Source: an optimization exercise on an open RTL-to-GDS flow (aim: small area, a short achievable clock period and few clock cycles per item). Production flows keep margins and buffers that such runs may drop.
In this exercise RTL edits were held to simulation tests only and were not proved equivalent to the original.
Power is estimated from default activity; no workload was simulated.

// json_key_value_extractor_core
module json_key_value_extractor_core #(
   parameter int MaxKeyChars = jkv_pkg::MAX_KEY_CHARS_DEF
) (
   input  logic                            clock,
   input  logic                            reset,
   input  logic                            req_valid,
   output logic                            req_stall,
   input  logic [7:0]                      req_data_byte,
   input  logic                            req_last_byte,
   output logic                            rsp_valid,
   input  logic                            rsp_stall,
   output logic [1:0]                      rsp_item_kind,
   output logic [31:0]                     rsp_item_value,
   output logic [2:0]                      rsp_result_status,
   output logic                            rsp_end_of_run,
   input  logic                            csr_valid,
   output logic                            csr_ready,
   input  logic [jkv_pkg::CSR_IDX_W-1:0]   csr_index,
   input  logic [jkv_pkg::CSR_DATA_W-1:0]  csr_write_data
);
export LEC_CHECK = 0
export CAP_MARGIN = 20
export CORE_MARGIN = 2
export CORE_UTILIZATION = 50
export CTS_BUF_LIST = sky130_fd_sc_hd__clkbuf_16
export CTS_CLUSTER_DIAMETER = 150
export CTS_CLUSTER_SIZE = 25
export PLACE_DENSITY = 0.7
export SLEW_MARGIN = 20
create_clock -name core_clock -period 10.0 [get_ports {clock}]
standard.sh (not shown) runs the stock make flow with config.mk's settings and CLKGATE_MAP_FILE= SYNTH_SCRIPT=/design/flow/synth_recipe.tcl, a recipe that flattens the netlist after the stock synthesis.
==> flow/flow/run.sh <==
#!/bin/bash
# Standard ORFS layout, with timing repair aimed at a shorter period than the clock's
# (the SDC is unchanged; only the resizer's setup margin is raised) and plain buffers on
# the ports.
set -euo pipefail
MARGIN=$(cat flow/margin.txt)
bash standard.sh SETUP_SLACK_MARGIN=$MARGIN "BUFFER_PORTS_ARGS=-buffer_cell sky130_fd_sc_hd__buf_1"  finish > standard_flow.log 2>&1
==> flow/flow/margin.txt <==
6.8
The first run completed with no timing, DRC or antenna violations.
Testbench counts at the start, summed over its fixed seeds: cycles 202,262, bytes 201,750.
Rerun with:
CORE_UTILIZATION = 40   (was 50)
CTS_CLUSTER_DIAMETER = 100   (was 150)
CTS_CLUSTER_SIZE = 20   (was 25)
PLACE_DENSITY = unset   (was 0.7)
After rerunning: Utilization came out lower by 10 points. Final area came out higher by 1.7%. Via count barely changes. Total power came out higher by 3.8%. Non-clock buffer count came out higher by 2.
Rerun with:
ABC_AREA = 1   (was unset)
CTS_CLUSTER_DIAMETER = 150   (was 100)
CTS_CLUSTER_SIZE = 25   (was 20)
Sequential power went up by about 4%.
Area after synthesis went up by 4.5%.
Global-route usage went up by 2.3 points.
Wire length went up by 14%.
Clock-buffer cell count went down by 3.
Total power went up by 9.1%.
Hold slack improves by 9.3 ps.
Final area went up by 2.2%.
Non-clock buffer count went down by 12.
Worst setup slack improves by 8.8 ps.
Synthesized cell count went up by 21%.
Rerun with:
ABC_AREA = unset   (was 1)
What happened:
- count of clock-buffer cells in the layout is unchanged
- combinational power drops by 48%
- worst setup slack stays flat
- cell area drops by 2.4%

---

run 1:
Another version of the RTL of json_key_value_extractor_core (not shown whole).
For scale: about 1800 cells after synthesis, ~280 flip-flops, about 120 I/O pins.
clock: 10.0 ns
lec_check: 0
cap_margin: 20
core_margin: 2
core_utilization: 60
cts_buf_list: sky130_fd_sc_hd__clkbuf_8
cts_cluster_size: 20
slew_margin: 20
==> flow/flow/margin.txt <==
6.5
Scripts as last shown in full above: flow/flow/run.sh
The final layout from run 1, which completed every stage, passed the timing, DRC and antenna checks at the end of the flow.
Testbench counts of run 1, summed over its fixed seeds: cycles 202,844, bytes 201,750.
--- input diff run 1..run 2 ---
Settings: swapping 60 for 40 in CORE_UTILIZATION.
Notes after the runs:
Run 1 closes out successfully: all stages finished, all timing, DRC and antenna checks passed.
Both conditions hold for run 2: the flow ran to the end and the final layout passed the timing, DRC and antenna checks.
Diff run 1 -> run 2: area growth from synthesis to layout up 2.0 points, total power flat.
Run 2 against run 1: die area moved up; logic gate share of total power moved up; final layout net count level; sequential share of layout area moved down.
Run 1 → run 2: final critical-path required period decreased by 0.029 ns relative to the old numbers, setup slack increased by 0.029 ns relative to the old numbers, worst hold margin grew by 0.0060 ns.
--- input diff run 2..run 3 ---
==> flow/flow/margin.txt <==
6.8
## What came out
Total I/O pin count came out exactly the same in run 3 and run 2. Via count of the first global-routing pass grows by a few percent when moving from run 2 to run 3. Delta (run 3 minus run 2): utilization after layout increased by 2.2 points relative to the old numbers; clock-net power stayed essentially flat; number of gates given a new drive strength after cts went up.
Changes in run 4 relative to run 3:
Settings: putting CTS_CLUSTER_DIAMETER at 150 where nothing was set; swapping 20 for 25 in CTS_CLUSTER_SIZE; swapping sky130_fd_sc_hd__clkbuf_8 for sky130_fd_sc_hd__clkbuf_16 in CTS_BUF_LIST.
==> flow/flow/margin.txt <==
6.5
### Flow results
No stage failed in run 4, and the final checks on the layout all came back clean.
Run 3 has higher number of clock buffer instances in the layout than run 4.
Sequential share of cell area (lower): run 3
For run 4, the termination of the worst setup path was acc_ff[20], unlike run 3, where it was acc_ff[28].
Between run 4 and run 3, the minimum clock period does not differ in any meaningful way.
Run 3 and run 4 ended up with nearly the same placed instance count.
Compared run 4 against run 3; die outline area within noise.
The higher global-route met1 utilization of run 3 and run 4 is in run 3.
Changes observed in run 4 relative to run 3: overall power of the completed layout decreased about 15%; power share of the combinational group increased 0.2 points; signed area change from the synthesized netlist to the final layout decreased 9.0 points.
Delta (run 4 minus run 3): global-route total usage across every layer saw a decrease, hold slack level.

## re-timing with driven ports
No port has a modelled driver above. Below, the same layouts with a new extraction and two added sets of constraints. Step 1 (the two cells are an assumption about what drives the block):
set clk [get_ports {clock}]
set_driving_cell -lib_cell sky130_fd_sc_hd__clkbuf_16 $clk
set_driving_cell -lib_cell sky130_fd_sc_hd__buf_2 [delete_from_list [all_inputs] $clk]
Step 2 times the ports against the registers' clock, not the clock port: input delays grow and output delays shrink by t, the midpoint of the rising clock arrivals with the driver on. Three values: ideal, step 1, step 2; two values: the first two.
run	t (ns)	slack for setup (ns)	hold slack, ns	latest minus earliest clock arrival (ns)
the first run of note 1	0.540	6.822 / 6.806 / 6.353	0.459 / 0.459 / 0.459	0.025 / 0.026
the second run of note 1	0.569	6.835 / 6.784 / 6.368	0.457 / 0.457 / 0.457	0.025 / 0.025
the third run of note 1	0.561	6.844 / 6.791 / 6.356	0.467 / 0.467 / 0.467	0.035 / 0.034
the fourth run of note 1	0.550	6.845 / 6.793 / 6.386	0.459 / 0.459 / 0.459	0.030 / 0.030
run 1	0.600	6.480 / 6.480 / 6.061	0.448 / 0.448 / 0.448	0.016 / 0.016
run 2	0.617	6.509 / 6.509 / 6.095	0.454 / 0.454 / 0.454	0.020 / 0.020
run 3	0.615	6.504 / 6.504 / 6.277	0.457 / 0.457 / 0.457	0.033 / 0.033
run 4	0.553	6.506 / 6.506 / 6.131	0.459 / 0.459 / 0.459	0.039 / 0.039
After both steps every run listed still meets setup and hold. The setup slack of the third run of note 1, which loses most, moves by -0.053 ns with the drivers and by -0.488 ns with both steps.
